Context: an optimization exercise on an open-source flow, tuned for small area, a short achievable clock period and few clock cycles. The choices shown serve that exercise and are no tape-out recipe. The RTL was checked by simulation tests, not by an equivalence proof against the original design. Power is estimated from default activity; no workload was simulated.

==> flow/design.v <==
`default_nettype none
package tmrbank_pkg;
  localparam int OP_W   = 3;
  localparam int SLOT_W = 4;
  localparam int INT_W  = 31;
  localparam int EV_W   = 2;
  localparam int STS_W  = 2;
  localparam logic [OP_W-1:0] OP_TICK       = 3'd0;
  localparam logic [OP_W-1:0] OP_START_ONE  = 3'd1;
  localparam logic [OP_W-1:0] OP_START_PER  = 3'd2;
  localparam logic [OP_W-1:0] OP_RESTART    = 3'd3;
  localparam logic [OP_W-1:0] OP_CANCEL     = 3'd4;
  localparam logic [OP_W-1:0] OP_CANCEL_ALL = 3'd5;
  localparam logic [EV_W-1:0] EV_EXPIRED = 2'd0;
  localparam logic [EV_W-1:0] EV_CREATED = 2'd1;
  localparam logic [EV_W-1:0] EV_ACK     = 2'd2;
  localparam logic [STS_W-1:0] STS_OK       = 2'd0;
  localparam logic [STS_W-1:0] STS_FULL     = 2'd1;
  localparam logic [STS_W-1:0] STS_INACTIVE = 2'd2;
  localparam int MAX_RES = 16;
  localparam int CNT_W   = 5;
  localparam int QDEPTH = 2;
  localparam int QCNT_W = 2;
  typedef struct packed {
    logic [OP_W-1:0]   op;
    logic [SLOT_W-1:0] slot;
    logic              slot_ok;
    logic [INT_W-1:0]  interval;
  } cmd_t;
endpackage
`default_nettype wire
`default_nettype none
`default_nettype wire
`default_nettype none
`default_nettype wire
`default_nettype none
import tmrbank_pkg::*;
module one_shot_periodic_timer_bank_top #(
  parameter int SLOT_COUNT = 16,
  parameter int TIME_BITS  = 16
) (
  input  wire logic                           clk,
  input  wire logic                           rst_n,
  input  wire logic                           in_valid,
  output logic                                in_ready,
  input  wire logic [tmrbank_pkg::OP_W-1:0]   in_operation,
  input  wire logic [tmrbank_pkg::SLOT_W-1:0] in_slot,
  input  wire logic [tmrbank_pkg::INT_W-1:0]  in_interval_ms,
  output logic                                out_valid,
  input  wire logic                           out_ready,
  output logic [tmrbank_pkg::EV_W-1:0]        out_event_res,
  output logic [tmrbank_pkg::SLOT_W-1:0]      out_slot_id,
  output logic [tmrbank_pkg::STS_W-1:0]       out_status,
  output logic                                out_was_periodic,
  output logic                                out_last
);
  localparam int N  = 16;
  localparam int TW = 16;
  logic [N-1:0]  a_r, b_r;
  logic [TW-1:0] dl_r [N];    
  logic [TW-1:0] em_r [N];    
  logic [TW-1:0] c_r;         
  logic [N-1:0]  pm_r;        
  logic [N-1:0]  rl_r;        
  logic          rdy_r;
  logic          xv_r;
  logic [2:0]    xop_r;
  logic [3:0]    xslot_r;
  logic          xbig_r;       
  logic [TW-1:0] xlo_r;        
  logic          ov_r, sv_r;
  logic [9:0]    ob_r, sb_r;   
  function automatic logic [N-1:0] low_bit(input logic [N-1:0] m);
    low_bit = m & (~m + N'(1));
  endfunction
  function automatic logic [3:0] enc(input logic [N-1:0] oh);
    logic [3:0] r;
    r = '0;
    for (int i = 0; i < N; i++) if (oh[i]) r = r | 4'(i);
    enc = r;
  endfunction
  logic exec, o_free;
  assign exec   = xv_r && rdy_r;
  assign o_free = !ov_r || out_ready;
  logic is_tick, is_start, is_restart, is_cancel, is_cancel_all;
  assign is_tick       = exec && (xop_r == OP_TICK);
  assign is_start      = exec && ((xop_r == OP_START_ONE) || (xop_r == OP_START_PER));
  assign is_restart    = exec && (xop_r == OP_RESTART);
  assign is_cancel     = exec && (xop_r == OP_CANCEL);
  assign is_cancel_all = exec && (xop_r == OP_CANCEL_ALL);
  logic [TW-1:0] em_sel;
  always_comb begin
    em_sel = '0;
    for (int i = 0; i < N; i++) em_sel = em_sel | (em_r[i] & {TW{rl_r[i]}});
  end
  logic [N-1:0] hit;
  always_comb begin
    for (int i = 0; i < N; i++) begin
      if (rl_r[i]) hit[i] = a_r[i] && (em_r[i] == '0);
      else         hit[i] = a_r[i] && (dl_r[i] == c_r);
    end
  end
  logic [N-1:0] h_low, p_low;
  logic [N-1:0] h_rest, p_rest;
  assign h_low  = low_bit(hit);
  assign h_rest = hit & ~h_low;
  assign p_low  = low_bit(pm_r);
  assign p_rest = pm_r & ~p_low;
  logic [N-1:0]  act, free_low;
  logic          full;
  logic [TW-1:0] iv_m1;
  assign act      = a_r | b_r;
  assign free_low = low_bit(~act);
  assign full     = &act;
  assign iv_m1    = (xlo_r == '0) ? '0 : xlo_r - TW'(1);
  logic [N-1:0] sl_oh;
  logic         sl_act;
  assign sl_oh  = N'(1) << xslot_r;
  assign sl_act = |(act & sl_oh);
  logic       x_beat;
  logic [9:0] x_b;
  always_comb begin
    x_beat = 1'b0;
    x_b    = {EV_EXPIRED, enc(h_low), STS_OK, |(h_low & b_r), (h_rest == '0)};
    unique case (xop_r)
      OP_TICK: begin
        x_beat = |hit;
      end
      OP_START_ONE, OP_START_PER: begin
        x_beat = 1'b1;
        x_b    = {EV_CREATED, full ? 4'd0 : enc(free_low), full ? STS_FULL : STS_OK, 1'b0, 1'b1};
      end
      OP_RESTART, OP_CANCEL: begin
        x_beat = 1'b1;
        x_b    = {EV_ACK, xslot_r, sl_act ? STS_OK : STS_INACTIVE, 1'b0, 1'b1};
      end
      OP_CANCEL_ALL: begin
        x_beat = 1'b1;
        x_b    = {EV_ACK, 4'd0, STS_OK, 1'b0, 1'b1};
      end
      default: ;
    endcase
    x_beat = x_beat && exec;
  end
  logic p_any, p_go;
  assign p_any = (pm_r != '0);
  assign p_go  = p_any && o_free && !sv_r;
  logic [9:0] nb;
  logic       nbv;
  always_comb begin
    if (sv_r) begin
      nb  = sb_r;
      nbv = 1'b1;
    end else if (p_any) begin
      nb  = {EV_EXPIRED, enc(p_low), STS_OK, |(p_low & b_r), (p_rest == '0)};
      nbv = 1'b1;
    end else begin
      nb  = x_b;
      nbv = x_beat;
    end
  end
  logic [N-1:0] pm_n;
  logic         pm_z_n, sv_n, xv_n;
  always_comb begin
    pm_n   = pm_r;
    pm_z_n = !p_any;
    if (is_tick) begin
      pm_n   = h_rest;
      pm_z_n = (h_rest == '0);
    end else if (p_go) begin
      pm_n   = p_rest;
      pm_z_n = (p_rest == '0);
    end
    sv_n = !o_free && (sv_r || x_beat);
    xv_n = rdy_r ? in_valid : xv_r;
  end
  always_ff @(posedge clk) begin
    if (!rst_n) begin
      a_r    <= '0;
      b_r    <= '0;
      c_r    <= TW'(1);
      pm_r   <= '0;
      rl_r   <= '0;
      rdy_r  <= 1'b1;
      xv_r   <= 1'b0;
      ov_r   <= 1'b0;
      sv_r   <= 1'b0;
    end else begin
      if (o_free) ov_r <= nbv;
      sv_r   <= sv_n;
      pm_r   <= pm_n;
      xv_r   <= xv_n;
      rdy_r  <= !xv_n || (pm_z_n && !sv_n);
      rl_r   <= p_go ? (p_low & b_r) :
                is_tick ? (h_low & b_r) :
                (is_start && !full) ? free_low :
                (is_restart && sl_act) ? sl_oh : '0;
      if (is_tick) begin
        c_r <= c_r + TW'(1);
        a_r <= a_r & ~(hit & ~b_r);
      end
      if (is_start && !full) begin
        a_r <= a_r | (free_low & {N{!xbig_r}});
        b_r <= (b_r & ~free_low) | (free_low & {N{xbig_r || (xop_r == OP_START_PER)}});
      end
      if (is_cancel) begin
        a_r <= a_r & ~sl_oh;
        b_r <= b_r & ~sl_oh;
      end
      if (is_cancel_all) begin
        a_r <= '0;
        b_r <= '0;
      end
    end
  end
  always_ff @(posedge clk) begin
    if (o_free) ob_r <= nb;
    if (!o_free && x_beat) sb_r <= x_b;
    if (rdy_r) begin
      xop_r   <= in_operation;
      xslot_r <= in_slot;
      xbig_r  <= |in_interval_ms[INT_W-1:TW];
      xlo_r   <= in_interval_ms[TW-1:0];
    end
    for (int i = 0; i < N; i++) begin
      if (rl_r[i]) dl_r[i] <= c_r + em_sel;
      if (is_start && !full && free_low[i]) em_r[i] <= iv_m1;
    end
  end
  assign in_ready         = rdy_r;
  assign out_valid        = ov_r;
  assign {out_event_res, out_slot_id, out_status, out_was_periodic, out_last} = ob_r;
endmodule
`default_nettype wire
==> flow/run.sh <==
#!/bin/bash
# synth_recipe.tcl (not shown) runs the flow's synth.tcl, then flattens the netlist and writes it again
# the make line also repeats each setting of config.mk as NAME=value (left out here)
make -C /OpenROAD-flow-scripts/flow DESIGN_CONFIG=/design/flow/config.mk WORK_HOME=/design/flow/orfs CLKGATE_MAP_FILE= SYNTH_SCRIPT=/design/flow/synth_recipe.tcl finish
==> flow/config.mk <==
export PLATFORM = sky130hd
export DESIGN_NAME = one_shot_periodic_timer_bank_top
export DESIGN_NICKNAME = one_shot_periodic_timer_bank_top
export VERILOG_FILES = /design/flow/design.v
export SDC_FILE = /design/flow/constraint.sdc
export NUM_CORES = 4
export LEC_CHECK = 0
export CAP_MARGIN = 20
export CORE_MARGIN = 2
export CORE_UTILIZATION = 40
export SLEW_MARGIN = 20
==> flow/constraint.sdc <==
create_clock -name core_clock -period 10.0 [get_ports {clk}]
set_input_delay 2.0000 -clock core_clock [delete_from_list [all_inputs] [get_ports {clk}]]
set_output_delay 2.0000 -clock core_clock [all_outputs]
set_load 0.01 [all_outputs]
==> results of run 1 <==
[final cells by class]
| type | instances | area [sq um] |
|---|---|---|
| fillers | 6670 | 40300 |
| flip-flops and latches | 639 | 18400 |
| multi-input cells | 1654 | 11300 |
| clock buffers | 78 | 1780 |
| well taps | 969 | 1210 |
| repair buffers | 124 | 1060 |
| clock inverters | 47 | 503 |
| inverters | 34 | 128 |
[flip-flops by register name, indices dropped and copies added, names as in the netlist, named ones only]
register and cells:
ob_r 10, xbig_r 1, dl_r 256, xv_r 1
c_r 16, xop_r 3, xslot_r 4, rl_r 16
ov_r 1, xlo_r 16, pm_r 15, rdy_r 1
em_r 256, sv_r 1, a_r 16, sb_r 10
[cell usage after synthesis (15+ instances only)]
library cell | instances | area (sq um)
xnor2_1 | 208 | 1820
nand4_1 | 85 | 532
nand2b_1 | 17 | 106
a31oi_1 | 28 | 175
buf_6 | 32 | 360
buf_2 | 19 | 95.1
dfxtp_1 | 83 | 1660
nand4b_1 | 15 | 131
nand3_1 | 39 | 195
and3_1 | 19 | 119
o21ai_0 | 44 | 220
nor2_1 | 189 | 709
ha_1 | 18 | 225
nor3b_1 | 16 | 120
a221oi_1 | 69 | 604
nor4b_1 | 36 | 315
xor2_1 | 87 | 762
a21oi_1 | 94 | 470
nor4_1 | 72 | 450
nand2_1 | 153 | 574
inv_1 | 34 | 128
clkbuf_1 | 63 | 236
a22o_1 | 65 | 569
edfxtp_1 | 556 | 16700
nor2b_1 | 28 | 175
nor3_1 | 120 | 601
or4_1 | 17 | 128
nand3b_1 | 27 | 203
[cells in the final DEF (no fill, tap or decap), types with 11 or more instances in the layout]
cell type          n
edfxtp_1         556
nor4b_1           36
nor3_1           118
buf_4             71
o21ai_0           44
nor2b_1           28
nor2_1           175
nor2_2            13
ha_1              18
nand2_1          153
a31oi_1           28
o211ai_1          11
nand3b_1          27
clkinv_2          13
nand2b_1          17
a22o_1            65
o22ai_1           12
clkbuf_16         69
xor2_1            86
a221oi_1          69
or4_1             17
or3_1             12
nand4_1           85
a21oi_1           92
xnor2_1          197
nor4_1            69
inv_1             34
nor3b_1           16
clkdlybuf4s50_1   53
nand3_1           39
dfxtp_1           83
nand4b_1          15
and3_1            19
[power by group]
group          switching, mW  total (mW)  internal [mW]
clock network           1.12        2.60           1.48
registers             0.0142        2.91           2.90
logic                 0.0820       0.125         0.0426
[per-stage QoR]
stage | total power [mW] | std cells | hold slack (ns)
floorplan | 3.02 | 2449 | 0.478
global placement | 3.09 | 3420 | 0.514
detailed placement | 3.09 | 3420 | 0.534
CTS | 5.67 | 3545 | 0.547
global route | 5.79 | 3545 | 0.573
finish | 5.64 | 3545 | 0.548
[per-layer routing]
layer  wire [microns]  vias up  part of all wire, %  global-route usage [%]
li1                 -     9620                    -                       -
met1            43900    11300                   40                    38.4
met2            48100     1540                   44                    42.3
met3            12300      244                   11                    6.43
met4             4830        0                  4.4                    11.9
met5                0        -                    0                       0
[worst paths after layout]
kind	startpoint	end	slack [ns]
worst max register to register	rl_r[7]	dl_r[10][14]	5.00
worst min-delay path	sb_r[6]	ob_r[6]	0.55
worst max-delay path	rl_r[7]	dl_r[10][14]	5.00
worst min register to register	sb_r[6]	ob_r[6]	0.55
[kinds of logic after synthesis]
family / share of synthesized area (%)
flops: 60.6
buf+inv: 2.93
xor+xnor: 8.58
fa+ha+maj: 1.01
simple gates: 16.2
compound gates: 10.7
mux: 0.0702
[worst min-delay path: cells and delay by family (launching register included)]
kind | cells | cell delay, ns
and+or+nand+nor | 1 | 0.05
DFF | 1 | 0.32
AOI/OAI and AO/OA | 1 | 0.07
==> results by group, run 1 <==
Status
  • Status: timing/DRC/antenna clean

Floorplan
  • Die height: roughly 280 microns
  • Initial Utilization: 40.6%
  • Die Wd: about 280 microns
  • IO Count: 54
  • Die ar.: between 70000 and 80000 sq um
  • Placement row count: 100
  • Core area: between 70000 and 80000 sq um

Detailed routing
  • 1st-iter DRT viols: ~3400
  • Drt via density: roughly 6.4
  • Antenna-violating nets left: 0
  • Drt pass-1 iters: 6
  • WL/cell: just over 30 microns
  • Via count: 22700
  • # DRC: 0
  • Total Wirelength: 109 mm

Synth
  • Main synth FF type: edfxtp_1
  • Synthesized flop and latch total: ~640
  • Cell area after synthesis: slightly above 30000 sq um
  • Synth async-reset ratio: 0%
  • Post-Syn Area per Cell: 12.4 sq um
  • Syn Nets: between 2000 and 3000
  • Post-synth EDFFs: 556
  • Synth warn: 3
  • Netlist cell types: 95
  • Post-Synthesis Cells: around 2400
  • Post-synthesis sequential area ratio: ~60%

Clocking
  • Clock Latency Late Sink: between 0.6 and 0.7 ns
  • Quantity of hold-fixing buffers added after cts: 0
  • CTS Buffer Depth: 3
  • CTS buffer count: a little under 70
  • H-Tree Depth: 3
  • CTS tree: done
  • Sink Count: between 600 and 700
  • Clk pin slew, worst setup/hold paths: roughly 0.07 ns
  • Clock root cell: clkbuf_16
  • Post-CTS Setup Bufs: 0
  • PostCTS Resize Cnt: 0

Global route
  • Vias in the first global route: around 22000
  • GRT Total Usage: about 28%
  • Largest net degree at the start of global routing: between 40 and 50
  • Antenna violations before repair: 2
  • Gr ovfl total: 0
  • First-pass GRT wire length: about 160 mm

Timing
  • Clk_skew: approximately 0.040 ns
  • Slew Limit Fails: 0
  • Final TNS setup: 0 ns
  • Period utilisation layout: between 50 and 60%
  • Unrepaired setup endpoints after global routing: no
  • Minimum clock period: around 5.0 ns
  • Final setup violation count: 0
  • Fmax: between 0.15 and 0.2 GHz
  • Final Hold Vio Count: 0
  • Relative slew slack: between 20% and 30%
  • Final WS setup: 5.00 ns
  • Worst slew pin tran: about 1.1 ns

Placement
  • Post-DP HPWL: about 75 mm
  • Final RePlAce weighted congestion: 0.997
  • Worst slack, placed: 5.04 ns
  • Dpl cell area: 32000 sq um
  • Port buffer count: 53

Setup path
  • Worst-case reg-to-reg path depth: 15
  • Highest-delay cell along the critical path: dfxtp_1
  • CP startpoint kind: flip-flop
  • CP top delay family: compound AO/OA/AOI/OAI gates
  • Top cell by count, worst path: a21oi_1
  • Critical path class: reg -> reg
  • CP peak stage delay: between 0.6 and 0.7 ns
  • CP arrival: roughly 5.3 ns
  • Critical-path cell list: buf_4 > a221oi_1 > nand4_1 > ha_1 > fa_1 > a21o_1 > a21oi_1 > o21bai_1 > a21o_1 > a21oi_1 > o21ai_0 > a2111o_1 > a31o_2 > a21oi_1 > xnor2_2
  • Buf/Inv on CP: 1
  • Endpoint class of the critical path: flip-flop
  • Data required, critical path: approximately 10 ns
  • Crit Path Max Fanout: 19
  • Crit. path cell count: 15

Worst hold path
  • Worst hold stages: 2
  • Min-delay worst type: reg -> reg

Pwr
  • Leakage: 11.0 nW
  • Maximum vdd drop: 0.000139 V
  • Power per cell area: 164 nW/um^2

Layout
  • Final core utilization: between 40 and 50%
  • Ant diodes: 0
  • Nets: between 2000 and 3000
  • Final Instance Area: about 34000 sq um
  • Area Growth Syn to Fin: 13.3%
  • Share of post-route cells with drive strength above 1: 10.5%

Job
  • Number of max-cap violations: 0
Testbench counts, summed over its fixed seeds: cycles 39,461.
==> run 2, diff against run 1 <==
--- a/flow/design.v
+++ b/flow/design.v
@@ -71,7 +71,21 @@
   logic          ov_r, sv_r;
   logic [9:0]    ob_r, sb_r;   
   function automatic logic [N-1:0] low_bit(input logic [N-1:0] m);
-    low_bit = m & (~m + N'(1));
+    logic [N-1:0] p;
+    p = m;
+    for (int s = 1; s < N; s = s * 2) p = p | (p << s);
+    low_bit = m & ~(p << 1);
+  endfunction
+  function automatic logic [TW-1:0] ks_add(input logic [TW-1:0] a, input logic [TW-1:0] b);
+    logic [TW-1:0] g, p, t;
+    t = a ^ b;
+    g = a & b;
+    p = t;
+    for (int s = 1; s < TW; s = s * 2) begin
+      g = g | (p & (g << s));
+      p = p & (p << s);
+    end
+    ks_add = t ^ (g << 1);
   endfunction
   function automatic logic [3:0] enc(input logic [N-1:0] oh);
     logic [3:0] r;
@@ -223,7 +237,7 @@
       xlo_r   <= in_interval_ms[TW-1:0];
     end
     for (int i = 0; i < N; i++) begin
-      if (rl_r[i]) dl_r[i] <= c_r + em_sel;
+      if (rl_r[i]) dl_r[i] <= ks_add(c_r, em_sel);
       if (is_start && !full && free_low[i]) em_r[i] <= iv_m1;
     end
   end
--- a/flow/config.mk
+++ b/flow/config.mk
@@ -8,4 +8,5 @@
 export CAP_MARGIN = 20
 export CORE_MARGIN = 2
 export CORE_UTILIZATION = 40
+export SETUP_SLACK_MARGIN = 5
 export SLEW_MARGIN = 20
==> run 2 against run 1 <==
Against the previous run:
- clock skew fell by 0.011 ns
- synthesized cell count fell by 2.9%
- core utilization fell by 0.11 points
- synthesized area fell by 1.8%
- highest routed layer is now met5
- first-iteration DRC count fell by 13%
- non-clock buffer count fell by 4
==> results by group, run 2 <==
Floorplan
  • IO Count: 54 (unchanged)
  • Core area: 74100 sq um (-0.84%)
  • Die Wd: 277 microns (-0.90%)
  • Initial Utilization: 40.2% (-0.40 points)
  • Die ar.: 76600 sq um (-1.8%)
  • Placement row count: 100 (unchanged)
  • Die height: 277 microns (-0.90%)

Detailed routing
  • Drt pass-1 iters: 6 (unchanged)
  • # DRC: 0 (unchanged)
  • WL/cell: 29.4 microns (-4.6%)
  • Total Wirelength: 102 mm (-6.2%)
  • Via count: 22000 (-3.4%)
  • 1st-iter DRT viols: 2978 (-13%)
  • Antenna-violating nets left: 0 (unchanged)
  • Drt via density: 6.30 (-1.7%)

Timing
  • Worst slew pin tran: 1.20 ns (+0.0540 ns)
  • Clk_skew: 0.0290 ns (-0.0109 ns)
  • Final Hold Vio Count: 0 (unchanged)
  • Unrepaired setup endpoints after global routing: no
  • Period utilisation layout: 47.4% (-2.7 points)
  • Final TNS setup: 0 ns (unchanged)
  • Slew Limit Fails: 0 (unchanged)
  • Relative slew slack: 19.9% (-3.7 points)
  • Fmax: 0.211 GHz (+5.6%)
  • Final setup violation count: 0 (unchanged)
  • Minimum clock period: 4.74 ns (-0.266 ns)

Synth
  • Synth async-reset ratio: 0% (unchanged)
  • Netlist cell types: 84 (-12%)
  • Share of the synthesized area in the top cell type: 56.1% (+1.0 points)
  • Cell area after synthesis: 29800 sq um (-1.8%)
  • Post-Synthesis Cells: 2378 (-2.9%)
  • Synth top area cells: edfxtp_1, xnor2_1, dfxtp_1, xor2_1, nor2_1
  • Post-synthesis sequential area ratio: 61.7% (+1.1 points)
  • Post-Syn Area per Cell: 12.5 sq um (+1.1%)
  • Main synth FF type: edfxtp_1
  • Yosys top cell by area: edfxtp_1
  • Post-synth EDFFs: 556 (unchanged)
  • Synthesized flop and latch total: 639 (unchanged)
  • Synth warn: 3 (unchanged)
  • Syn Nets: 2439 (-2.8%)
  • Most frequent cell after synthesis: edfxtp_1
  • Commonest cells in the netlist: edfxtp_1, nor2_1, xnor2_1, nand2_1, xor2_1

Clocking
  • Clock root cell: clkbuf_16
  • CTS tree: done
  • CTS Buffer Depth: 3 (unchanged)
  • H-Tree Depth: 3 (unchanged)
  • Clock Latency Late Sink: 0.63 ns (about the same)
  • CTS buffer count: 70 (+1.4%)
  • Sink Count: 639 (unchanged)
  • Clk pin slew, worst setup/hold paths: 0.06 ns (about the same)

Layout
  • Biggest regs: dl_r (256), em_r (256)
  • Area occupied by multi-input gates: 10900 sq um (-3.7%)
  • Final Instance Area: 34000 sq um (-1.1%)
  • Area Growth Syn to Fin: 14.2%
  • Final core utilization: 45.9% (-0.11 points)
  • Fillers: 6633 (-0.55%)
  • Reg area: 18400 sq um (about the same)
  • Commonest non-fill, non-tap cell in the layout: edfxtp_1
  • Nets: 2517 (-2.6%)
  • Share of post-route cells with drive strength above 1: 9.99% (-0.49 points)
  • Most frequent cells in the layout: edfxtp_1, nor2_1, xnor2_1

Global route
  • Vias in the first global route: 21400 (-2.4%)
  • GRT Total Usage: 26.2% (-1.7 points)
  • First-pass GRT wire length: 146 mm (-6.4%)
  • Largest net degree at the start of global routing: 47 (unchanged)
  • Gr ovfl total: 0 (unchanged)
  • Antenna violations before repair: 4 (+2)

Placement
  • Post-DP HPWL: 70.1 mm (-6.2%)
  • Dpl cell area: 31600 sq um (-1.5%)
  • Port buffer count: 53 (unchanged)
  • Final RePlAce weighted congestion: 0.974 (-2.3%)

Pwr
  • Leakage: 11.1 nW (+1.3%)
  • Power per cell area: 168 nW/um^2 (+2.2%)
  • Switch share: 21.2% (-0.30 points)
  • Sequential share of power: 51.2% (-0.5 points)
  • Clock group share of total power: 46.4% (+0.3 points)
  • Logic pwr share: 2.4% (+0.2 points)
  • Cell Int Power: 4.49 mW (+1.5%)
  • Maximum vdd drop: 0.000151 V (+9.0%)
  • Switch Pwr: 1.21 mW (-0.36%)

Setup path
  • Crit Path Max Fanout: 19 (unchanged)
  • Data required, critical path: 10.36 ns (+0.08 ns)
  • CP arrival: 5.10 ns (-0.18 ns)
  • Endpoint class of the critical path: flip-flop
  • Critical path class: reg -> reg
  • CP startpoint kind: flip-flop

Job
  • Number of max-cap violations: 0 (unchanged)

Status
  • Status: timing/DRC/antenna clean

Worst hold path
  • Min-delay worst type: reg -> reg
## run 2: worst paths after layout
check | start | to | slack (ns) | depth (start not counted)
min | pm_r[13] | pm_r[13] | 0.51 | 2
min reg2reg | pm_r[13] | pm_r[13] | 0.51 | 2
max | rl_r[1] | dl_r[1][14] | 5.26 | 15
max reg2reg | rl_r[1] | dl_r[1][14] | 5.26 | 15
## run 2: stage by stage
step / power, mW / hold WS [ns] / setup WS (ns) / std cells
after global routing: 5.85 / 0.543 / 4.98 / 3482
after floorplan: 3.03 / 0.475 / 5.91 / 2378
after CTS: 5.72 / 0.514 / 5.04 / 3482
final: 5.70 / 0.510 / 5.26 / 3484
after global placement: 3.11 / 0.496 / 5.31 / 3353
after detailed placement: 3.11 / 0.505 / 5.09 / 3353
## run 2: layout make-up
cell class | instances | area share [%]
clock inverter | 41 | 1.34
inverter | 38 | 0.420
antenna | 2 | 0.0147
clock buffer | 88 | 5.57
sequential | 639 | 54.0
multi-input combinational | 1587 | 32.0
tap | 969 | 3.57
timing repair buffer | 120 | 3.04
## run 2: logic make-up after synthesis
kind of cell | Yosys count | synth area share, %
mux | 7 | 0.248
flops | 639 | 61.7
xor+xnor | 298 | 8.77
simple gates | 801 | 14.7
buf+inv | 152 | 2.66
compound gates | 457 | 11.0
fa+ha+maj | 24 | 0.992
## run 2: repair_timing
| item | 4_1_cts | 5_1_grt |
|---|---|---|
| buffers inserted | 0 | 0 |
| hold buffers | 0 | 0 |
| setup endpoints to repair | 0 | 64 |
| resized for setup | 0 | 5 |
| hold endpoints to repair | 0 | 0 |
## run 2: critical path, stage by stage, from the launching register on
cell      delay [ns]
dfxtp_1         0.57
buf_4           0.37
a221oi_1        0.40
nand4_1         0.21
ha_1            0.26
fa_1            0.44
a21o_1          0.20
a21o_1          0.23
a21oi_1         0.18
o21bai_1        0.13
a21oi_1         0.23
o21ai_0         0.14
a21boi_0        0.33
o31ai_1         0.12
a21oi_1         0.37
xnor2_4         0.28
## run 2: per-layer routing
layer  GRT usage, %  share of wire, %  vias to the layer above
met5              0             0.039                        -
met4           10.4               3.9                        6
met3           6.44                11                      250
met2           40.2                44                     1428
met1           35.7                41                    10900
li1               -                 -                     9357
## run 2: power by group through the flow
| stage | Clock (mW) | Combinational [mW] | Sequential [mW] |
|---|---|---|---|
| floorplan | 0 | 0.0639 | 2.97 |
| global placement | 0 | 0.133 | 2.97 |
| detailed placement | 0 | 0.135 | 2.97 |
| CTS | 2.67 | 0.136 | 2.92 |
| global route | 2.78 | 0.147 | 2.92 |
| finish | 2.64 | 0.138 | 2.92 |
Testbench counts of run 2, summed over its fixed seeds: cycles 39,461.
==> run 3, diff against run 2 <==
--- a/flow/design.v
+++ b/flow/design.v
@@ -62,6 +62,8 @@
   logic [TW-1:0] c_r;         
   logic [N-1:0]  pm_r;        
   logic [N-1:0]  rl_r;        
+  logic [N-1:0]  rb_r;        
+  logic [TW-1:0] rb_e_r;      
   logic          rdy_r;
   logic          xv_r;
   logic [2:0]    xop_r;
@@ -107,11 +109,14 @@
     em_sel = '0;
     for (int i = 0; i < N; i++) em_sel = em_sel | (em_r[i] & {TW{rl_r[i]}});
   end
+  logic         rb_z;
   logic [N-1:0] hit;
+  assign rb_z = (rb_e_r == '0);
   always_comb begin
     for (int i = 0; i < N; i++) begin
-      if (rl_r[i]) hit[i] = a_r[i] && (em_r[i] == '0);
-      else         hit[i] = a_r[i] && (dl_r[i] == c_r);
+      if (rl_r[i])      hit[i] = a_r[i] && (em_r[i] == '0);
+      else if (rb_r[i]) hit[i] = a_r[i] && rb_z;
+      else              hit[i] = a_r[i] && (dl_r[i] == c_r);
     end
   end
   logic [N-1:0] h_low, p_low;
@@ -195,6 +200,7 @@
       c_r    <= TW'(1);
       pm_r   <= '0;
       rl_r   <= '0;
+      rb_r   <= '0;
       rdy_r  <= 1'b1;
       xv_r   <= 1'b0;
       ov_r   <= 1'b0;
@@ -205,6 +211,7 @@
       pm_r   <= pm_n;
       xv_r   <= xv_n;
       rdy_r  <= !xv_n || (pm_z_n && !sv_n);
+      rb_r   <= rl_r;
       rl_r   <= p_go ? (p_low & b_r) :
                 is_tick ? (h_low & b_r) :
                 (is_start && !full) ? free_low :
@@ -228,6 +235,7 @@
     end
   end
   always_ff @(posedge clk) begin
+    rb_e_r <= is_tick ? em_sel - TW'(1) : em_sel;
     if (o_free) ob_r <= nb;
     if (!o_free && x_beat) sb_r <= x_b;
     if (rdy_r) begin
@@ -237,7 +245,7 @@
       xlo_r   <= in_interval_ms[TW-1:0];
     end
     for (int i = 0; i < N; i++) begin
-      if (rl_r[i]) dl_r[i] <= ks_add(c_r, em_sel);
+      if (rb_r[i]) dl_r[i] <= ks_add(c_r, rb_e_r);
       if (is_start && !full && free_low[i]) em_r[i] <= iv_m1;
     end
   end
--- a/flow/config.mk
+++ b/flow/config.mk
@@ -7,6 +7,5 @@
 export LEC_CHECK = 0
 export CAP_MARGIN = 20
 export CORE_MARGIN = 2
-export CORE_UTILIZATION = 40
-export SETUP_SLACK_MARGIN = 5
+export CORE_UTILIZATION = 60
 export SLEW_MARGIN = 20
==> run 3 against run 2 <==
Against the previous run:
- still clean on timing, DRC and antenna
- sequential share of layout area up 0.92 points
- critical path depth down 5
- first-iteration DRC count up 26%
- sequential power up 5%
- cell area up 1.7%
- die area down 30%
- core utilization up 22 points
- wire length up 4.0%
- critical path type unchanged
- critical endpoint is now a_r[10]
- largest cell class unchanged
- highest routed layer unchanged
==> results by group, run 3 <==
Timing
  • Final Hold Vio Count: 0 (unchanged)
  • Slew Limit Fails: 0 (unchanged)
  • Worst slew pin tran: 1.11 ns (-0.0900 ns)
  • Minimum clock period: 4.68 ns (-0.0596 ns)
  • Final setup violation count: 0 (unchanged)
  • Fmax: 0.214 GHz (+1.3%)
  • Hold_ws: 0.524 ns (+0.0134 ns)
  • Relative slew slack: 25.8% (+5.9 points)
  • Final TNS setup: 0 ns (unchanged)
  • Unrepaired setup endpoints after global routing: no
  • Final WS setup: 5.32 ns (+0.0596 ns)
  • Clk_skew: 0.0253 ns (-0.00374 ns)
  • Period utilisation layout: 46.8% (-0.60 points)

Status
  • Status: timing/DRC/antenna clean

Detailed routing
  • WL/cell: 32.4 microns (+10%)
  • Antenna-violating nets left: 0 (unchanged)
  • 1st-iter DRT viols: 3747 (+26%)
  • Drt via density: 7.07 (+12%)
  • Total Wirelength: 107 mm (+4.0%)
  • # DRC: 0 (unchanged)
  • Via count: 23300 (+6.0%)
  • Drt pass-1 iters: 7 (+1)

Synth
  • Share of the synthesized area in the top cell type: 54.0% (-2.1 points)
  • Post-synthesis sequential area ratio: 61.4% (-0.23 points)
  • Cell area after synthesis: 30900 sq um (+3.9%)
  • Synth async-reset ratio: 0% (unchanged)
  • Syn Nets: 2535 (+3.9%)
  • Most frequent cell after synthesis: edfxtp_1
  • Synth warn: 3 (unchanged)
  • Post-Synthesis Cells: 2474 (+4.0%)
  • Commonest cells in the netlist: edfxtp_1, xnor2_1, nor2_1, dfxtp_1, nand4_1
  • Netlist cell types: 102 (+21%)
  • Yosys top cell by area: edfxtp_1
  • Post-synth EDFFs: 556 (unchanged)
  • Synth top area cells: edfxtp_1, dfxtp_1, xnor2_1, nor2_1, a22oi_1
  • Post-Syn Area per Cell: 12.5 sq um (-0.15%)
  • Main synth FF type: edfxtp_1
  • Synthesized flop and latch total: 671 (+5.0%)

Setup path
  • Highest-delay cell along the critical path: nor3_1
  • Critical path class: reg -> reg
  • Top cell by count, worst path: nand2_1
  • Buf/Inv on CP: 0 (-1)
  • Crit Path Max Fanout: 10 (-9)
  • Data required, critical path: 10.47 ns (+0.11 ns)
  • Critical-path cell list: o22ai_1 > or3_1 > nor4_4 > a21oi_2 > nand2_1 > nand2_1 > nor3_1 > o21ai_0 > a22oi_1 > nor2_1
  • Endpoint class of the critical path: flip-flop
  • CP top delay family: simple AND/OR/NAND/NOR gates
  • CP startpoint kind: flip-flop
  • CP peak stage delay: 0.74 ns (+0.17 ns)
  • CP arrival: 5.15 ns (+0.05 ns)

Layout
  • Final core utilization: 67.7% (+22 points)
  • Final Instance Count excl. Fillers: 3290 (-5.6%)
  • Commonest non-fill, non-tap cell in the layout: edfxtp_1
  • Nets: 2617 (+4.0%)
  • Area occupied by multi-input gates: 11300 sq um (+3.7%)
  • Most frequent cells in the layout: edfxtp_1, xnor2_1, nor2_1
  • Area Growth Syn to Fin: 11.8%
  • Final Instance Area: 34600 sq um (+1.7%)
  • Share of post-route cells with drive strength above 1: 9.31% (-0.68 points)
  • Fillers: 3773 (-43%)
  • Biggest regs: dl_r (256), em_r (256)
  • Reg area: 19000 sq um (+3.5%)
  • Ant diodes: 0 (-2)

Placement
  • Worst slack, placed: 5.60 ns (+0.511 ns)
  • Final RePlAce weighted congestion: 0.985 (+1.1%)
  • Port buffer count: 53 (unchanged)
  • Dpl cell area: 32300 sq um (+2.4%)
  • Dpl cells: 3163 (-5.7%)
  • Post-DP HPWL: 72.5 mm (+3.3%)

Worst hold path
  • Min-delay worst type: reg -> reg

Floorplan
  • Initial Utilization: 60.5% (+20 points)
  • Placement row count: 83 (-17%)
  • Die ar.: 53400 sq um (-30%)
  • Die height: 231 microns (-17%)
  • Core area: 51100 sq um (-31%)
  • Die Wd: 231 microns (-17%)
  • IO Count: 54 (unchanged)

Clocking
  • Quantity of hold-fixing buffers added after cts: 0 (unchanged)
  • Clk pin slew, worst setup/hold paths: 0.06 ns (about the same)
  • CTS buffer count: 71 (+1.4%)
  • CTS Buffer Depth: 3 (unchanged)
  • Clock Latency Late Sink: 0.63 ns (about the same)
  • Post-CTS Setup Bufs: 0 (unchanged)
  • H-Tree Depth: 3 (unchanged)
  • Clock root cell: clkbuf_16
  • PostCTS Resize Cnt: 0 (unchanged)
  • CTS tree: done
  • Sink Count: 671 (+5.0%)

Pwr
  • Maximum vdd drop: 0.000163 V (+8.0%)
  • Power per cell area: 168 nW/um^2 (about the same)
  • Leakage: 11.2 nW (+0.52%)
  • Final Power: 5.80 mW (+1.8%)

Global route
  • Largest net degree at the start of global routing: 45 (-4.3%)
  • Vias in the first global route: 22000 (+3.2%)
  • Gr ovfl total: 0 (unchanged)
  • First-pass GRT wire length: 152 mm (+3.7%)
  • Antenna violations before repair: 3 (-1)
  • GRT Total Usage: 39.8% (+14 points)

Job
  • Number of max-cap violations: 0 (unchanged)
## run 3: changes by cell type after synthesis, moves of 19 or more
| cell | previous run | this run |
|---|---|---|
| nand3b_1 | 15 | 35 |
| and4_1 | 1 | 23 |
| and2_1 | 6 | 25 |
| a22o_1 | 64 | 23 |
| dfxtp_1 | 83 | 115 |
| nand3_1 | 36 | 63 |
| a221oi_1 | 67 | 27 |
| a22oi_1 | 8 | 92 |
| nand2_1 | 133 | 100 |
| xnor2_1 | 197 | 232 |
| xor2_1 | 101 | 76 |
## run 3: cells by family after synthesis
| kind of cell | count (synthesis) | share of synthesized area, % |
|---|---|---|
| AO/OA/AOI/OAI | 436 | 9.82 |
| XOR/XNOR | 308 | 8.72 |
| adder cells (fa/ha/maj) | 23 | 0.923 |
| buffers and inverters | 155 | 2.80 |
| flip-flops | 671 | 61.4 |
| multiplexers | 6 | 0.206 |
| AND/OR/NAND/NOR | 875 | 16.1 |
## run 3: tightest hold or removal path, cell delays in order, from the launching register on
cell and delay, ns:
edfxtp_1 0.32, nand2_1 0.06, nand2_1 0.05
## run 3: worst paths after layout
check,cells after the start,to,from,slack (ns)
worst max register to register,10,a_r[10],a_r[0],5.32
worst min-delay path,2,ob_r[2],sb_r[2],0.52
worst max-delay path,10,a_r[10],a_r[0],5.32
worst min register to register,2,ob_r[2],sb_r[2],0.52
## run 3: area by class of cell
class	count	share of cell area, %
Clock buffer	99	5.69
Clock inverter	28	0.727
Inverter	38	0.413
Multi-Input combinational cell	1648	32.6
Sequential cell	671	54.9
Tap cell	680	2.46
Timing Repair Buffer	126	3.13
## run 3: routing by layer
metal  wire length, microns  up-vias  GRT usage [%]
met5                     19        -              0
met4                   6690        4           21.6
met3                  13600      399           8.40
met2                  46600     1894           59.8
met1                  39600    11300           54.5
li1                       -     9717              -
## run 3: where the power goes
| part | switching (mW) | leakage (nW) | internal, mW | total [mW] |
|---|---|---|---|---|
| logic | 0.120 | 4.04 | 0.0549 | 0.175 |
| clock network | 1.09 | 1.08 | 1.48 | 2.57 |
| registers | 0.0148 | 6.04 | 3.04 | 3.06 |
| total | 1.23 | 11.2 | 4.58 | 5.80 |
Testbench counts of run 3, summed over its fixed seeds: cycles 39,461.
==> run 4, diff against run 3 <==
--- a/flow/design.v
+++ b/flow/design.v
@@ -65,11 +65,14 @@
   logic [N-1:0]  rb_r;        
   logic [TW-1:0] rb_e_r;      
   logic          rdy_r;
-  logic          xv_r;
   logic [2:0]    xop_r;
   logic [3:0]    xslot_r;
   logic          xbig_r;       
   logic [TW-1:0] xlo_r;        
+  assign xop_r   = in_operation;
+  assign xslot_r = in_slot;
+  assign xbig_r  = |in_interval_ms[INT_W-1:TW];
+  assign xlo_r   = in_interval_ms[TW-1:0];
   logic          ov_r, sv_r;
   logic [9:0]    ob_r, sb_r;   
   function automatic logic [N-1:0] low_bit(input logic [N-1:0] m);
@@ -96,7 +99,7 @@
     enc = r;
   endfunction
   logic exec, o_free;
-  assign exec   = xv_r && rdy_r;
+  assign exec   = in_valid && rdy_r;
   assign o_free = !ov_r || out_ready;
   logic is_tick, is_start, is_restart, is_cancel, is_cancel_all;
   assign is_tick       = exec && (xop_r == OP_TICK);
@@ -179,7 +182,7 @@
     end
   end
   logic [N-1:0] pm_n;
-  logic         pm_z_n, sv_n, xv_n;
+  logic         pm_z_n, sv_n;
   always_comb begin
     pm_n   = pm_r;
     pm_z_n = !p_any;
@@ -191,7 +194,6 @@
       pm_z_n = (p_rest == '0);
     end
     sv_n = !o_free && (sv_r || x_beat);
-    xv_n = rdy_r ? in_valid : xv_r;
   end
   always_ff @(posedge clk) begin
     if (!rst_n) begin
@@ -202,15 +204,13 @@
       rl_r   <= '0;
       rb_r   <= '0;
       rdy_r  <= 1'b1;
-      xv_r   <= 1'b0;
       ov_r   <= 1'b0;
       sv_r   <= 1'b0;
     end else begin
       if (o_free) ov_r <= nbv;
       sv_r   <= sv_n;
       pm_r   <= pm_n;
-      xv_r   <= xv_n;
-      rdy_r  <= !xv_n || (pm_z_n && !sv_n);
+      rdy_r  <= pm_z_n && !sv_n;
       rb_r   <= rl_r;
       rl_r   <= p_go ? (p_low & b_r) :
                 is_tick ? (h_low & b_r) :
@@ -238,12 +238,6 @@
     rb_e_r <= is_tick ? em_sel - TW'(1) : em_sel;
     if (o_free) ob_r <= nb;
     if (!o_free && x_beat) sb_r <= x_b;
-    if (rdy_r) begin
-      xop_r   <= in_operation;
-      xslot_r <= in_slot;
-      xbig_r  <= |in_interval_ms[INT_W-1:TW];
-      xlo_r   <= in_interval_ms[TW-1:0];
-    end
     for (int i = 0; i < N; i++) begin
       if (rb_r[i]) dl_r[i] <= ks_add(c_r, rb_e_r);
       if (is_start && !full && free_low[i]) em_r[i] <= iv_m1;
==> run 4 against run 3 <==
Against the previous run:
- die area fell by 2.1%
- via count barely moved
- cell count is 0.15% higher
- combinational power up 21%
- non-clock buffer count grew 6
- largest cell class unchanged
==> results by group, run 4 <==
Floorplan
  • Core area: 50000 sq um (-2.2%)
  • Die ar.: 52200 sq um (-2.1%)
  • Die height: 229 microns (-1.1%)
  • IO Count: 54 (unchanged)
  • Initial Utilization: 60.5% (about the same)
  • Die Wd: 229 microns (-1.1%)
  • Placement row count: 82 (-1.2%)

Detailed routing
  • Antenna-violating nets left: 0 (unchanged)
  • WL/cell: 31.5 microns (-2.7%)
  • Drt pass-1 iters: 6 (-1)
  • Via count: 23300 (+0.086%)
  • 1st-iter DRT viols: 3711 (-0.96%)
  • # DRC: 0 (unchanged)
  • Total Wirelength: 104 mm (-2.5%)
  • Drt via density: 7.07 (about the same)

Setup path
  • Endpoint class of the critical path: flip-flop
  • CP startpoint kind: flip-flop
  • Crit Path Max Fanout: 10 (unchanged)
  • Critical path class: reg -> reg
  • Data required, critical path: 10.36 ns (-0.11 ns)
  • CP arrival: 5.53 ns (+0.38 ns)

Synth
  • Share of the synthesized area in the top cell type: 52.8% (-1.2 points)
  • Main synth FF type: edfxtp_1
  • Syn Nets: 2554 (+0.75%)
  • Post-Syn Area per Cell: 12.1 sq um (-2.9%)
  • Post-synthesis sequential area ratio: 60.4% (-1.1 points)
  • Most frequent cell after synthesis: edfxtp_1
  • Synth async-reset ratio: 0% (unchanged)
  • Synthesized flop and latch total: 646 (-3.7%)
  • Yosys top cell by area: edfxtp_1
  • Synth top area cells: edfxtp_1, dfxtp_1, xnor2_1, xor2_1, a22oi_1
  • Post-synth EDFFs: 532 (-4.3%)
  • Post-Synthesis Cells: 2493 (+0.77%)
  • Netlist cell types: 83 (-19%)
  • Cell area after synthesis: 30200 sq um (-2.2%)
  • Commonest cells in the netlist: edfxtp_1, xnor2_1, nor2_1, nand2_1, dfxtp_1
  • Synth warn: 3 (unchanged)

Placement
  • Post-DP HPWL: 71.4 mm (-1.5%)
  • Dpl cells: 3170 (+0.22%)
  • Final RePlAce weighted congestion: 1.02 (+3.3%)
  • Port buffer count: 53 (unchanged)

Timing
  • Slew Limit Fails: 0 (unchanged)
  • Fmax: 0.194 GHz (-9.5%)
  • Unrepaired setup endpoints after global routing: no
  • Final setup violation count: 0 (unchanged)
  • Clk_skew: 0.0329 ns (+0.00758 ns)
  • Period utilisation layout: 51.7% (+4.9 points)
  • Worst slew pin tran: 1.13 ns (+0.0211 ns)
  • Relative slew slack: 23.7% (-2.2 points)
  • Minimum clock period: 5.17 ns (+0.491 ns)
  • Final TNS setup: 0 ns (unchanged)
  • Final Hold Vio Count: 0 (unchanged)

Pwr
  • Maximum vdd drop: 0.000163 V (-0.27%)
  • Logic pwr share: 3.8% (+0.8 points)
  • Cell Int Power: 4.32 mW (-5.5%)
  • Clock group share of total power: 43.3% (-1.0 points)
  • Switch Pwr: 1.24 mW (+0.72%)
  • Sequential share of power: 52.9% (+0.2 points)
  • Switch share: 22.3% (+1.1 points)
  • Final Power: 5.56 mW (-4.2%)
  • Power per cell area: 164 nW/um^2 (-2.3%)
  • Leakage: 11.0 nW (-1.8%)

Job
  • Number of max-cap violations: 0 (unchanged)

Layout
  • Area Growth Syn to Fin: 12.1%
  • Nets: 2630 (+0.50%)
  • Area occupied by multi-input gates: 11400 sq um (+1.3%)
  • Commonest non-fill, non-tap cell in the layout: edfxtp_1
  • Most frequent cells in the layout: edfxtp_1, xnor2_1, nor2_1
  • Final Instance Count excl. Fillers: 3295 (+0.15%)
  • Fillers: 3731 (-1.1%)
  • Reg area: 18300 sq um (-3.9%)
  • Biggest regs: dl_r (256), em_r (256)
  • Share of post-route cells with drive strength above 1: 8.89% (-0.42 points)

Clocking
  • PostCTS Resize Cnt: 0 (unchanged)
  • CTS buffer count: 68 (-4.2%)
  • Clk pin slew, worst setup/hold paths: 0.06 ns (about the same)
  • Sink Count: 646 (-3.7%)
  • Clock Latency Late Sink: 0.63 ns (about the same)
  • CTS Buffer Depth: 3 (unchanged)
  • Post-CTS Setup Bufs: 0 (unchanged)
  • CTS tree: done
  • Clock root cell: clkbuf_16
  • Quantity of hold-fixing buffers added after cts: 0 (unchanged)
  • H-Tree Depth: 3 (unchanged)

Global route
  • Largest net degree at the start of global routing: 43 (-4.4%)
  • Gr ovfl total: 0 (unchanged)
  • GRT Total Usage: 39.5% (-0.23 points)
  • First-pass GRT wire length: 150 mm (-1.3%)
  • Vias in the first global route: 22300 (+1.0%)
  • Antenna violations before repair: 1 (-2)

Status
  • Status: timing/DRC/antenna clean

Worst hold path
  • Min-delay worst type: reg -> reg
==> run 4: cell count changes after synthesis, moves of 13 or more <==
| cell | delta |
|---|---|
| nor2_1 | -30 |
| edfxtp_1 | -24 |
| nand2_1 | +19 |
| buf_2 | +17 |
| nand2b_1 | +15 |
| clkbuf_1 | +14 |
| nand3b_1 | -14 |
| and3_1 | -13 |
| nor4b_1 | +13 |
==> run 4: per-stage QoR <==
stage                     hold slack (ns)  setup WS (ns)  area, sq um  utilization [%]
after floorplan                     0.487           4.46        30200                -
after global placement              0.504           4.44        31800             63.6
after detailed placement            0.501           4.42        31800             63.6
after CTS                           0.515           5.05        33900             67.8
after global routing                0.538           4.68        33900             67.9
final                               0.516           4.83        33900             67.9
==> run 4: power groups by stage <==
stage / Combinational, mW / Clock, mW / Sequential [mW]
after floorplan: 0.0932 / 0 / 2.99
after global routing: 0.221 / 2.53 / 2.94
after detailed placement: 0.206 / 0 / 3.00
final: 0.212 / 2.41 / 2.94
after global placement: 0.203 / 0 / 3.00
after CTS: 0.207 / 2.41 / 2.94
==> run 4: path summary, 6_finish.rpt <==
kind                            cells past startpoint  slack [ns]  startpoint  endpoint
worst max-delay path                                9        4.83      a_r[5]   ob_r[4]
worst min-delay path                                2        0.52     sb_r[3]   ob_r[3]
worst max register to register                      9        4.83      a_r[5]   ob_r[4]
worst min register to register                      2        0.52     sb_r[3]   ob_r[3]
==> run 4: per-layer routing <==
| metal | GRT usage, % | vias up | share of wire (%) |
|---|---|---|---|
| li1 | - | 9814 | - |
| met1 | 53.8 | 11300 | 37 |
| met2 | 60.2 | 1803 | 44 |
| met3 | 8.46 | 358 | 13 |
| met4 | 20.6 | 0 | 5.8 |
| met5 | 0 | - | 0 |
==> run 4: cell type report <==
type / instances / area share (%)
flip-flops and latches: 646 / 53.8
multi-input cells: 1678 / 33.7
clock buffers: 91 / 5.39
repair buffers: 132 / 3.35
well taps: 672 / 2.48
clock inverters: 32 / 0.745
inverters: 43 / 0.476
diodes: 1 / 0.00738
==> run 4: critical path, stage by stage (launching register included) <==
cell and delay [ns]:
dfxtp_1 0.59, nor4b_1 0.80, nand4_1 0.62, o22ai_1 0.66, a41oi_2 0.24, or4b_1 0.47, nor4_1 0.16, or4_1 0.68
o31a_1 0.35, o311a_1 0.34
==> run 4: kinds of logic after synthesis <==
family                     after synthesis  share of synthesized area (%)
muxes                                    4                          0.141
adders and majority gates               24                          0.976
xor gates and xnor gates               303                           8.77
DFF                                    646                           60.4
and+or+nand+nor                        877                           16.2
AOI/OAI and AO/OA                      470                           11.0
buffers and inverters                  169                           2.47
Testbench counts of run 4, summed over its fixed seeds: cycles 39,453.
==> run 5, diff against run 4 <==
==> flow/flow/run.sh (new file) <==
#!/bin/bash
# The standard layout (standard.sh: ORFS synthesis through finish, unchanged),
# with the timing repair after CTS and after global routing told to aim for
# SETUP_SLACK_MARGIN ns of setup slack, so it works toward a shorter period
# than the 10 ns clock. make's whole output goes to flow_make.log here; ORFS
# also keeps each step's log under orfs/logs.
set -euo pipefail
bash standard.sh SETUP_SLACK_MARGIN=6.5 finish > flow_make.log 2>&1
==> flow/standard.sh (new file) <==
#!/bin/bash
# synth_recipe.tcl (not shown) runs the flow's synth.tcl, then flattens the netlist and writes it again
# the make line also repeats each setting of config.mk as NAME=value (left out here)
make -C /OpenROAD-flow-scripts/flow DESIGN_CONFIG=/design/flow/config.mk WORK_HOME=/design/flow/orfs CLKGATE_MAP_FILE= SYNTH_SCRIPT=/design/flow/synth_recipe.tcl "${@:-finish}"
removed: flow/run.sh
==> run 5 against run 4 <==
Against the previous run:
- wire length increased by 11%
- global-route usage increased by 3.5 points
- via count increased by 5.6%
- clock skew about the same
- cell count increased by 4.0%
- first-iteration DRC count increased by 7.7%
- highest routed layer is now met5
- worst hold slack improved by 0.015 ns
==> results by group, run 5 <==
Detailed routing
  • Drt pass-1 iters: 6 (unchanged)
  • WL/cell: 33.5 microns (+6.4%)
  • Drt via density: 7.18 (+1.6%)
  • Via count: 24600 (+5.6%)
  • Antenna-violating nets left: 0 (unchanged)
  • 1st-iter DRT viols: 3996 (+7.7%)
  • Total Wirelength: 115 mm (+11%)
  • # DRC: 0 (unchanged)

Synth
  • Post-synthesis sequential area ratio: 60.4% (unchanged)
  • Yosys top cell by area: edfxtp_1
  • Post-synthesis mux area share: 0.141% (unchanged)
  • XOR/XNOR share of the synthesized area: 8.77% (unchanged)
  • Post-Synth Simple-Gate Area: 16.2% (unchanged)
  • Compound-Gate Fraction of Synth Area: 11.0% (unchanged)
  • Cell area after synthesis: 30200 sq um (unchanged)
  • Most frequent cell after synthesis: edfxtp_1
  • Share of the synthesized area in the top cell type: 52.8% (unchanged)
  • Post-Syn Area per Cell: 12.1 sq um (unchanged)
  • Synth async-reset ratio: 0% (unchanged)
  • Main synth FF type: edfxtp_1
  • Largest family of logic cells by synthesized area: simple AND/OR/NAND/NOR gates
  • Post-synth EDFFs: 532 (unchanged)
  • Synth warn: 3 (unchanged)
  • Syn Nets: 2554 (unchanged)
  • Synthesized flop and latch total: 646 (unchanged)
  • Synth top area cells: edfxtp_1, dfxtp_1, xnor2_1, xor2_1, a22oi_1
  • Commonest cells in the netlist: edfxtp_1, xnor2_1, nor2_1, nand2_1, dfxtp_1
  • Netlist cell types: 83 (unchanged)
  • Post-synthesis adder-cell area fraction: 0.976% (unchanged)
  • Post-Synthesis Cells: 2493 (unchanged)

Setup path
  • Highest-delay cell along the critical path: or4_4
  • Buf/Inv on CP: 0 (unchanged)
  • Critical-path cell list: nor4_4 > nand4_1 > o32ai_1 > a21o_2 > or4_4 > nor4_4 > or4_4 > o31a_1 > o311a_1
  • CP arrival: 4.02 ns (-1.51 ns)
  • Data required, critical path: 10.34 ns (-0.02 ns)
  • Crit Path Max Fanout: 5 (-5)
  • CP top delay family: simple AND/OR/NAND/NOR gates
  • CP peak stage delay: 0.56 ns (-0.24 ns)
  • Endpoint class of the critical path: flip-flop
  • Critical path class: reg -> reg
  • CP startpoint kind: flip-flop

Clocking
  • CTS tree: done
  • H-Tree Depth: 3 (unchanged)
  • Clock Latency Late Sink: 0.62 ns (about the same)
  • Clk pin slew, worst setup/hold paths: 0.06 ns (about the same)
  • CTS buffer count: 66 (-2.9%)
  • CTS Buffer Depth: 3 (unchanged)
  • Sink Count: 646 (unchanged)
  • Clock root cell: clkbuf_16

Layout
  • Nets: 2764 (+5.1%)
  • Ant diodes: 0 (-1)
  • Fillers: 3244 (-13%)
  • Final core utilization: 74.6% (+6.8 points)
  • Final Instance Area: 37300 sq um (+10%)
  • Share of post-route cells with drive strength above 1: 22.0% (+13 points)
  • Commonest non-fill, non-tap cell in the layout: edfxtp_1
  • Biggest regs: dl_r (256), em_r (256)
  • Most frequent cells in the layout: edfxtp_1, xnor2_1, buf_4
  • Area Growth Syn to Fin: 23.3%

Floorplan
  • Initial Utilization: 60.5% (unchanged)
  • IO Count: 54 (unchanged)
  • Die ar.: 52200 sq um (unchanged)
  • Die height: 229 microns (unchanged)
  • Core area: 50000 sq um (unchanged)
  • Placement row count: 82 (unchanged)
  • Die Wd: 229 microns (unchanged)

Pwr
  • Power per cell area: 151 nW/um^2 (-7.8%)
  • Maximum vdd drop: 0.000141 V (-13%)
  • Leakage: 12.2 nW (+11%)

Placement
  • Port buffer count: 53 (unchanged)
  • Dpl cell area: 32100 sq um (+0.92%)
  • Post-DP HPWL: 72.9 mm (+2.1%)
  • Final RePlAce weighted congestion: 1.04 (+1.9%)
  • Worst slack, placed: 4.57 ns (+0.156 ns)

Timing
  • Final setup violation count: 0 (unchanged)
  • Clk_skew: 0.0325 ns (-0.000410 ns)
  • Unrepaired setup endpoints after global routing: yes
  • Fmax: 0.272 GHz (+41%)
  • Final Hold Vio Count: 0 (unchanged)
  • Slew Limit Fails: 0 (unchanged)
  • Minimum clock period: 3.68 ns (-1.49 ns)
  • Final WS setup: 6.32 ns (+1.49 ns)
  • Relative slew slack: 16.6% (-7.0 points)
  • Final TNS setup: 0 ns (unchanged)
  • Period utilisation layout: 36.8% (-15 points)
  • Worst slew pin tran: 1.24 ns (+0.111 ns)
  • Hold_ws: 0.530 ns (+0.0146 ns)

Global route
  • Largest net degree at the start of global routing: 34 (-21%)
  • First-pass GRT wire length: 162 mm (+8.3%)
  • GRT Total Usage: 43.1% (+3.5 points)
  • Vias in the first global route: 23500 (+5.6%)
  • Antenna violations before repair: 2 (+1)
  • Gr ovfl total: 0 (unchanged)

Status
  • Status: timing/DRC/antenna clean

Job
  • Number of max-cap violations: 0 (unchanged)

Worst hold path
  • Min-delay worst type: reg -> reg
-- run 5: changes by cell type in the layout (fill, tap and decap cells not counted), moves of 22 or more --
cell     change
nor4b_1     -22
buf_6       +23
nor2_1      -25
dfxtp_1     -32
dfxtp_2     +29
buf_12      +33
buf_4       +70
-- run 5: path summary, 6_finish.rpt --
kind / from / to / slack, ns / cells after the start
hold / removal: sb_r[3] / ob_r[3] / 0.53 / 2
setup reg to reg: em_r[2][2] / ob_r[4] / 6.32 / 9
hold reg to reg: sb_r[3] / ob_r[3] / 0.53 / 2
setup / recovery: em_r[2][2] / ob_r[4] / 6.32 / 9
-- run 5: logic make-up (layout without fill, tap and decap cells) --
group / after synthesis / count (layout)
compound gates: 470 / 471
xor+xnor: 303 / 303
fa+ha+maj: 24 / 24
buf+inv: 169 / 427
flops: 646 / 646
mux: 4 / 5
simple gates: 877 / 879
-- run 5: through the flow --
| step | power (mW) | std cells |
|---|---|---|
| 5_1_grt | 5.74 | 3427 |
| 3_3_place_gp | 3.21 | 3160 |
| 4_1_cts | 5.61 | 3385 |
| 3_5_place_dp | 3.21 | 3160 |
| 2_1_floorplan | 3.10 | 2493 |
| 6_report | 5.64 | 3427 |
-- run 5: timing repair --
| item | in CTS | in global routing |
|---|---|---|
| setup buffers | 96 | 40 |
| hold buffers | 0 | 0 |
| gates cloned | 9 | 2 |
| pin swaps | 51 | 66 |
| endpoints found under the setup margin | 703 | 302 |
| resized for setup | 300 | 132 |
-- run 5: cell type report --
type / count / area, sq um / share of cell area, %
clock inverters: 34 / 268 / 0.718
well taps: 672 / 841 / 2.25
flip-flops and latches: 646 / 18300 / 49.1
clock buffers: 86 / 1820 / 4.88
multi-input cells: 1682 / 13100 / 35.2
repair buffers: 264 / 2770 / 7.42
inverters: 43 / 166 / 0.446
-- run 5: worst reg2reg max path: cells and delay by family, from the launching register on --
family | cells | cell delay, ns
flops | 1 | 0.44
compound gates | 4 | 1.22
simple gates | 5 | 1.76
-- run 5: power by group --
| part | switching [mW] | internal [mW] | leakage [nW] |
|---|---|---|---|
| logic | 0.182 | 0.102 | 5.30 |
| clock network | 1.03 | 1.39 | 1.02 |
| registers | 0.0105 | 2.93 | 5.87 |
-- run 5: metal layers --
metal | GRT usage (%) | wire [microns]
met5 | 0 | 16
met4 | 27.2 | 9480
met3 | 10.9 | 14800
met2 | 65.6 | 50500
met1 | 55.5 | 40100
==> run 6, diff against run 5 <==
--- a/flow/config.mk
+++ b/flow/config.mk
@@ -8,4 +8,5 @@
 export CAP_MARGIN = 20
 export CORE_MARGIN = 2
 export CORE_UTILIZATION = 60
+export CTS_CLUSTER_SIZE = 22
 export SLEW_MARGIN = 20
==> run 6 against run 5 <==
Against the previous run:
- still clean on timing, DRC and antenna
- worst hold slack hardly changed
- critical path depth stayed put
- largest cell class unchanged
- highest routed layer unchanged
- via count is 0.11% higher
- register-to-register slack worse by 0.04 ns
==> results by group, run 6 <==
Status
  • Status: timing/DRC/antenna clean

Pwr
  • Leakage: 12.2 nW (unchanged)
  • Switch share: 21.7% (+0.054 points)
  • Logic pwr share: 5.0% (about the same)
  • Clock group share of total power: 42.9% (about the same)
  • Cell Int Power: 4.42 mW (about the same)
  • Sequential share of power: 52.1% (about the same)
  • Switch Pwr: 1.23 mW (+0.32%)
  • Final Power: 5.65 mW (about the same)
  • Power per cell area: 151 nW/um^2 (about the same)
  • Maximum vdd drop: 0.000141 V (about the same)

Floorplan
  • Placement row count: 82 (unchanged)
  • Die height: 229 microns (unchanged)
  • Initial Utilization: 60.5% (unchanged)
  • Die Wd: 229 microns (unchanged)
  • IO Count: 54 (unchanged)
  • Die ar.: 52200 sq um (unchanged)
  • Core area: 50000 sq um (unchanged)

Clocking
  • Clk pin slew, worst setup/hold paths: 0.06 ns (about the same)
  • Clock Latency Late Sink: 0.62 ns (about the same)
  • CTS buffer count: 66 (unchanged)
  • CTS tree: done
  • CTS Buffer Depth: 3 (unchanged)
  • H-Tree Depth: 3 (unchanged)
  • Clock root cell: clkbuf_16
  • Sink Count: 646 (unchanged)
  • Quantity of hold-fixing buffers added after cts: 0 (unchanged)

Timing
  • Minimum clock period: 3.72 ns (+0.0405 ns)
  • Final Hold Vio Count: 0 (unchanged)
  • Final TNS setup: 0 ns (unchanged)
  • Relative slew slack: 15.7% (-0.93 points)
  • Final setup violation count: 0 (unchanged)
  • Slew Limit Fails: 0 (unchanged)
  • Unrepaired setup endpoints after global routing: yes
  • Worst slew pin tran: 1.25 ns (+0.0138 ns)
  • Clk_skew: 0.0335 ns (+0.00103 ns)
  • Period utilisation layout: 37.2% (+0.40 points)
  • Fmax: 0.269 GHz (-1.1%)

Layout
  • Most frequent cells in the layout: edfxtp_1, xnor2_1, buf_4
  • Commonest non-fill, non-tap cell in the layout: edfxtp_1
  • Area Growth Syn to Fin: 23.3% (unchanged)
  • Ant diodes: 0 (unchanged)
  • Final Instance Count excl. Fillers: 3427 (unchanged)
  • Biggest regs: dl_r (256), em_r (256)
  • Share of post-route cells with drive strength above 1: 22.0% (unchanged)
  • Final core utilization: 74.6% (unchanged)
  • Nets: 2764 (unchanged)

Placement
  • Final RePlAce weighted congestion: 1.04 (unchanged)
  • Dpl cells: 3160 (unchanged)
  • Post-DP HPWL: 72.9 mm (unchanged)
  • Port buffer count: 53 (unchanged)

Setup path
  • CP arrival: 4.06 ns (+0.04 ns)
  • Data required, critical path: 10.34 ns (about the same)
  • Crit Path Max Fanout: 4 (-1)
  • CP startpoint kind: flip-flop
  • Worst-case reg-to-reg path depth: 9 (unchanged)
  • Critical path class: reg -> reg
  • Endpoint class of the critical path: flip-flop

Detailed routing
  • Antenna-violating nets left: 0 (unchanged)
  • WL/cell: 33.6 microns (+0.15%)
  • 1st-iter DRT viols: 3904 (-2.3%)
  • # DRC: 0 (unchanged)
  • Via count: 24600 (+0.11%)
  • Drt pass-1 iters: 6 (unchanged)
  • Drt via density: 7.19 (+0.11%)
  • Total Wirelength: 115 mm (+0.15%)

Global route
  • Antenna violations before repair: 2 (unchanged)
  • First-pass GRT wire length: 162 mm (unchanged)
  • Largest net degree at the start of global routing: 34 (unchanged)
  • GRT Total Usage: 43.1% (unchanged)
  • Vias in the first global route: 23500 (unchanged)
  • Gr ovfl total: 0 (unchanged)

Synth
  • Main synth FF type: edfxtp_1
  • Commonest cells in the netlist: edfxtp_1, xnor2_1, nor2_1, nand2_1, dfxtp_1
  • Post-Synthesis Cells: 2493 (unchanged)
  • Cell area after synthesis: 30200 sq um (unchanged)
  • Synth top area cells: edfxtp_1, dfxtp_1, xnor2_1, xor2_1, a22oi_1
  • Synth warn: 3 (unchanged)
  • Post-Syn Area per Cell: 12.1 sq um (unchanged)
  • Share of the synthesized area in the top cell type: 52.8% (unchanged)
  • Synth async-reset ratio: 0% (unchanged)
  • Synthesized flop and latch total: 646 (unchanged)
  • Post-synthesis sequential area ratio: 60.4% (unchanged)
  • Yosys top cell by area: edfxtp_1
  • Most frequent cell after synthesis: edfxtp_1
  • Netlist cell types: 83 (unchanged)
  • Post-synth EDFFs: 532 (unchanged)
  • Syn Nets: 2554 (unchanged)

Worst hold path
  • Worst hold stages: 2 (unchanged)
  • Min-delay worst type: reg -> reg

Job
  • Number of max-cap violations: 0 (unchanged)
## run 6: cell counts after synthesis
Identical to the previous run, type by type.
## run 6: worst paths after layout
kind                                   from       to  slack [ns]
worst min-delay path                sb_r[3]  ob_r[3]        0.53
worst max register to register  em_r[14][9]  ob_r[4]        6.28
worst min register to register      sb_r[3]  ob_r[3]        0.53
worst max-delay path            em_r[14][9]  ob_r[4]        6.28
## run 6: power groups by stage
stage	Combinational, mW	Clock (mW)	Sequential [mW]
2_1_floorplan	0.106	0	2.99
3_3_place_gp	0.211	0	2.99
3_5_place_dp	0.214	0	3.00
4_1_cts	0.259	2.41	2.94
5_1_grt	0.292	2.51	2.94
6_report	0.284	2.42	2.94
## run 6: worst max-delay path, cell delays in order (launching register included)
cell and delay, ns:
edfxtp_1 0.41, nor4_1 0.68, nand4_1 0.43, o32ai_4 0.32, a41oi_1 0.13, nand4b_1 0.22, nor4_4 0.09, or4_4 0.56
o31a_1 0.32, o311a_1 0.29
## run 6: what timing repair did
| action | in CTS | in global routing |
|---|---|---|
| buffers inserted | 96 | 40 |
| setup endpoints to repair | 703 | 302 |
| gates resized for setup | 300 | 132 |
| pin swaps | 51 | 66 |
| gates cloned | 9 | 2 |
## run 6: routing by layer
layer	track usage (%)	wire length, microns
met1	55.5	40300
met5	0	12
met3	10.9	15000
met4	27.2	9400
met2	65.6	50400
## run 6: metrics by stage
stage	instance area, sq um	setup WS (ns)	hold slack, ns
after floorplan	30800	5.75	0.495
after global placement	32100	4.73	0.511
after detailed placement	32100	4.57	0.522
after CTS	36400	6.35	0.539
after global routing	37300	6.32	0.571
final	37300	6.28	0.530
## run 6: area by class of cell
type,instances,area (sq um)
Inverter,43,166
Tap cell,672,841
Timing Repair Buffer,264,2770
Sequential cell,646,18300
Multi-Input combinational cell,1682,13100
Clock buffer,86,1820
Fill cell,3244,12700
Clock inverter,34,268
## run 6: cell families after synthesis
logic type	share of synthesized area [%]
simple gates	16.2
flops	60.4
compound gates	11.0
xor+xnor	8.77
buf+inv	2.47
fa+ha+maj	0.976
mux	0.141

[static timing again, ports no longer ideal]
No port has a modelled driver above. Below, the same layouts with a new extraction and two added sets of constraints. Step 1 (the two cells are an assumption about what drives the block):
set clk [get_ports {clk}]
set_driving_cell -lib_cell sky130_fd_sc_hd__clkbuf_16 $clk
set_driving_cell -lib_cell sky130_fd_sc_hd__buf_2 [delete_from_list [all_inputs] $clk]
Step 2 moves the port delays by t, midway between the first and last clock arrival at a register: inputs arrive t later, outputs are due t later. That takes back most of the time a late clock gives input paths. Three values: ideal, step 1, step 2; two values: the first two.
run | t, ns | setup slack, ns | hold slack, ns | worst setup path after step 2 | pins driven straight from the clock port
run 1 | 0.682 | 4.997 / 4.997 / 4.997 | 0.548 / 0.548 / 0.548 | register to register | 1
run 2 | 0.684 | 5.264 / 5.264 / 5.264 | 0.510 / 0.510 / 0.510 | register to register | 1
run 3 | 0.675 | 5.323 / 5.323 / 5.323 | 0.524 / 0.524 / 0.524 | register to register | 1
run 4 | 0.672 | 4.832 / 4.832 / 4.312 | 0.516 / 0.516 / 0.516 | input to register | 1
run 5 | 0.664 | 6.323 / 6.323 / 5.685 | 0.530 / 0.530 / 0.530 | input to register | 1
run 6 | 0.666 | 6.283 / 6.283 / 5.681 | 0.530 / 0.530 / 0.530 | input to register | 1
After both steps every run listed still meets setup and hold. The setup slack of run 5, which loses most, moves by 0.000 ns with the drivers and by -0.638 ns with both steps.
